This is an optimization exercise on Yosys and OpenROAD, whose aim is small area, not a production implementation.
Function was checked by simulation only, so behaviour that the tests miss may differ from the original.
Power is estimated from default activity; no workload was simulated.

// instruction_decode_stage
module instruction_decode_stage #(
  parameter int LEN                  = 32,
  parameter int CANTIDAD_REGISTROS   = 32,
  parameter int NB_ADDRESS_REGISTROS = $clog2(CANTIDAD_REGISTROS),
  parameter int NB_CTRL_WB           = instruction_decode_stage_pkg::DEF_NB_CTRL_WB,
  parameter int NB_CTRL_MEM          = instruction_decode_stage_pkg::DEF_NB_CTRL_MEM,
  parameter int NB_CTRL_EX           = instruction_decode_stage_pkg::DEF_NB_CTRL_EX,
  parameter int NB_STALL_CNT         = 16
) (
  input  logic                            i_clk,
  input  logic                            i_rst,
  input  logic                            i_valid,
  input  logic [LEN-1:0]                  i_instruccion,
  input  logic [LEN-1:0]                  i_adder_pc,
  input  logic [NB_CTRL_WB-1:0]           i_ctrl_wb,
  input  logic [NB_CTRL_MEM-1:0]          i_ctrl_mem,
  input  logic [NB_CTRL_EX-1:0]           i_ctrl_ex,
  input  logic                            i_RegWrite,
  input  logic [NB_ADDRESS_REGISTROS-1:0] i_write_reg,
  input  logic [LEN-1:0]                  i_write_data,
  input  logic                            i_flush,
  output logic                            o_stall,
  output logic                            o_valid,
  output logic [LEN-1:0]                  o_adder_pc,
  output logic [LEN-1:0]                  o_dato1,
  output logic [LEN-1:0]                  o_dato2,
  output logic [LEN-1:0]                  o_sign_extend,
  output logic [NB_ADDRESS_REGISTROS-1:0] o_rs,
  output logic [NB_ADDRESS_REGISTROS-1:0] o_rt,
  output logic [NB_ADDRESS_REGISTROS-1:0] o_rd,
  ...
Size: roughly 300 I/O pins, roughly 43000 µm² of cells after synthesis.
==> flow/config.mk <==
export PLATFORM = sky130hd
export DESIGN_NAME = instruction_decode_stage
export DESIGN_NICKNAME = instruction_decode_stage
export VERILOG_FILES = /design/flow/design.v
export SDC_FILE = /design/flow/constraint.sdc
export NUM_CORES = 4
export LEC_CHECK = 0
export CAP_MARGIN = 10
export CORE_MARGIN = 2
export CORE_UTILIZATION = 55
export CTS_CLUSTER_DIAMETER = 70
export CTS_CLUSTER_SIZE = 24
export SETUP_SLACK_MARGIN = 0.45
export SLEW_MARGIN = 10
export SYNTH_HIERARCHICAL = 1
export SYNTH_MINIMUM_KEEP_SIZE = 0
==> flow/constraint.sdc <==
create_clock -name core_clock -period 5.0 [get_ports {i_clk}]
set_input_delay 1.0000 -clock core_clock [delete_from_list [all_inputs] [get_ports {i_clk}]]
set_output_delay 1.0000 -clock core_clock [all_outputs]
set_load 0.01 [all_outputs]
standard.sh (not shown) runs the stock make flow with config.mk's settings and CLKGATE_MAP_FILE= SYNTH_SCRIPT=/design/flow/synth_recipe.tcl, a recipe that flattens the netlist after the stock synthesis.
==> flow/flow/run.sh <==
#!/bin/bash
# The standard layout, with the port buffers that ORFS inserts at global
# placement made from the smallest buffer (sky130_fd_sc_hd__buf_1) instead of
# the default choice. Every input and output port still gets its own buffer.
set -euo pipefail
bash standard.sh "BUFFER_PORTS_ARGS=-buffer_cell sky130_fd_sc_hd__buf_1" finish > make_finish.log 2>&1
The first run produced a clean layout.
Edit:
==> flow/flow/run.sh (replaced) <==
#!/bin/bash
set -euo pipefail
bash standard.sh \
  "BUFFER_PORTS_ARGS=-buffer_cell sky130_fd_sc_hd__buf_1" \
  "CTS_ARGS=-sink_clustering_enable -repair_clock_nets -sink_clustering_size 24 -sink_clustering_max_diameter 70 -dont_use_dummy_load" \
  finish > make_finish.log 2>&1
Settings changed: CORE_UTILIZATION 55 to 60, SETUP_SLACK_MARGIN 0.45 to 0.35.
Worst hold slack gets worse by 0.0099 ns; clock skew increases by 0.0048 ns; power decreases by a few percent; area after synthesis is unchanged.
Edit:
==> flow/flow/run.sh (replaced) <==
#!/bin/bash
# The standard layout, with the port buffers that ORFS inserts at global
# placement made from the smallest buffer (sky130_fd_sc_hd__buf_1) instead of
# the default choice. Every input and output port still gets its own buffer.
set -euo pipefail
bash standard.sh "BUFFER_PORTS_ARGS=-buffer_cell sky130_fd_sc_hd__buf_1" finish > make_finish.log 2>&1
Settings changed: CORE_UTILIZATION 60 to 40, SETUP_SLACK_MARGIN 0.35 to 0.45.
Effect: Synthesized cell count is unchanged; sequential share of layout area falls by 1.5 points; power rises by 7.6%.

* * *

== oak ==
instruction_decode_stage again, from the RTL that the note above started with.
## instruction_decode_stage
module instruction_decode_stage #(
  parameter int LEN                  = 32,
  parameter int CANTIDAD_REGISTROS   = 32,
  parameter int NB_ADDRESS_REGISTROS = $clog2(CANTIDAD_REGISTROS),
  parameter int NB_CTRL_WB           = instruction_decode_stage_pkg::DEF_NB_CTRL_WB,
  parameter int NB_CTRL_MEM          = instruction_decode_stage_pkg::DEF_NB_CTRL_MEM,
  parameter int NB_CTRL_EX           = instruction_decode_stage_pkg::DEF_NB_CTRL_EX,
  parameter int NB_STALL_CNT         = 16
) (
  input  logic                            i_clk,
  input  logic                            i_rst,
  input  logic                            i_valid,
  input  logic [LEN-1:0]                  i_instruccion,
  input  logic [LEN-1:0]                  i_adder_pc,
  input  logic [NB_CTRL_WB-1:0]           i_ctrl_wb,
  input  logic [NB_CTRL_MEM-1:0]          i_ctrl_mem,
  input  logic [NB_CTRL_EX-1:0]           i_ctrl_ex,
  input  logic                            i_RegWrite,
  input  logic [NB_ADDRESS_REGISTROS-1:0] i_write_reg,
  input  logic [LEN-1:0]                  i_write_data,
  input  logic                            i_flush,
  output logic                            o_stall,
  output logic                            o_valid,
  output logic [LEN-1:0]                  o_adder_pc,
  output logic [LEN-1:0]                  o_dato1,
  output logic [LEN-1:0]                  o_dato2,
  output logic [LEN-1:0]                  o_sign_extend,
  output logic [NB_ADDRESS_REGISTROS-1:0] o_rs,
  output logic [NB_ADDRESS_REGISTROS-1:0] o_rt,
  output logic [NB_ADDRESS_REGISTROS-1:0] o_rd,
  output logic [NB_ADDRESS_REGISTROS-1:0] o_shamt,
  output logic [NB_CTRL_WB-1:0]           o_ctrl_wb,
  output logic [NB_CTRL_MEM-1:0]          o_ctrl_mem,
  output logic [NB_CTRL_EX-1:0]           o_ctrl_ex,
  output logic [NB_STALL_CNT-1:0]         o_stall_count
);
==> flow/config.mk <==
export PLATFORM = sky130hd
export DESIGN_NAME = instruction_decode_stage
export DESIGN_NICKNAME = instruction_decode_stage
export VERILOG_FILES = /design/flow/design.v
export SDC_FILE = /design/flow/constraint.sdc
export NUM_CORES = 4
export LEC_CHECK = 0
export CAP_MARGIN = 20
export CORE_MARGIN = 2
export CORE_UTILIZATION = 55
export CTS_CLUSTER_DIAMETER = 70
export CTS_CLUSTER_SIZE = 24
export SETUP_SLACK_MARGIN = 0.4
export SLEW_MARGIN = 20
export SYNTH_HIERARCHICAL = 1
export SYNTH_MINIMUM_KEEP_SIZE = 0
==> flow/constraint.sdc <==
create_clock -name core_clock -period 5.0 [get_ports {i_clk}]
set_input_delay 1.0000 -clock core_clock [delete_from_list [all_inputs] [get_ports {i_clk}]]
set_output_delay 1.0000 -clock core_clock [all_outputs]
set_load 0.01 [all_outputs]
==> flow/flow/run.sh <==
#!/bin/bash
set -euo pipefail
bash standard.sh \
  "BUFFER_PORTS_ARGS=-buffer_cell sky130_fd_sc_hd__buf_1" \
  "CTS_ARGS=-sink_clustering_enable -repair_clock_nets -sink_clustering_size 24 -sink_clustering_max_diameter 70 -dont_use_dummy_load" \
  finish > make_finish.log 2>&1
## Diff of input files: pine against oak
==> flow/run.sh (new file) <==
#!/bin/bash
# synth_recipe.tcl (not shown) runs the flow's synth.tcl, then flattens the netlist and writes it again
# the make line also repeats each setting of config.mk as NAME=value (left out here)
make -C /OpenROAD-flow-scripts/flow DESIGN_CONFIG=/design/flow/config.mk WORK_HOME=/design/flow/orfs CLKGATE_MAP_FILE= SYNTH_SCRIPT=/design/flow/synth_recipe.tcl finish
diff --git a/flow/config.mk b/flow/config.mk
--- a/flow/config.mk
+++ b/flow/config.mk
@@ -6,11 +6,11 @@
 export NUM_CORES = 4
 export LEC_CHECK = 0
-export CAP_MARGIN = 20
+export CAP_MARGIN = 10
 export CORE_MARGIN = 2
-export CORE_UTILIZATION = 55
+export CORE_UTILIZATION = 40
 export CTS_CLUSTER_DIAMETER = 70
 export CTS_CLUSTER_SIZE = 24
-export SETUP_SLACK_MARGIN = 0.4
-export SLEW_MARGIN = 20
+export SETUP_SLACK_MARGIN = 0.3
+export SLEW_MARGIN = 10
 export SYNTH_HIERARCHICAL = 1
 export SYNTH_MINIMUM_KEEP_SIZE = 0
removed: flow/flow/run.sh
removed: flow/standard.sh
--- outcome ---
pine vs oak, sequential share of layout area went down by 2.8 points. The worst setup slack reported for pine is smaller than that of oak by 110 ps. Lower sum of met2 wire segment lengths after detailed routing among pine and oak: oak. Per the comparison of pine with oak, final estimated routing congestion in global placement shrank by 8.5%; clock edge transition at the registers on the reported setup and hold paths held; total power now sits higher. Per the comparison of pine with oak, final routed wirelength across all metal layers went down by 1.1 mm; clock-cell share of area went up by 1.5 points.

-- what the ideal ports hide --
How much do the figures lean on ideal ports? The routed layouts below were timed once more, with nothing changed but the port constraints.
Step 1 sets driving cells, clkbuf_16 on the clock port and buf_2 on the other inputs (assumed; they add their load-dependent delay and slew).
Step 2 adds t to the input delays and takes it off the output delays; t is the mean of the earliest and latest rising clock arrival at the registers after step 1. Input paths then give back, and output paths get back, about the clock's delay inside the block.
Three values: ideal, step 1, step 2; two values: the first two.
run	t, ns	setup slack, ns	hold WS [ns]	worst setup path at the end	worst slew at a driven data input, ns
the first run of note 1	0.740	0.347 / 0.275 / 1.016	0.426 / 0.385 / 0.474	register to output	0.06
the second run of note 1	0.729	0.183 / 0.109 / 0.838	0.417 / 0.367 / 0.484	register to output	0.07
the third run of note 1	0.736	0.343 / 0.270 / 1.006	0.481 / 0.445 / 0.481	register to output	0.12
oak	0.732	0.226 / 0.159 / 0.892	0.502 / 0.470 / 0.502	register to output	0.14
pine	0.738	0.111 / 0.036 / 0.774	0.494 / 0.494 / 0.494	register to output	0.09
After both steps setup and hold are still met in every run listed.
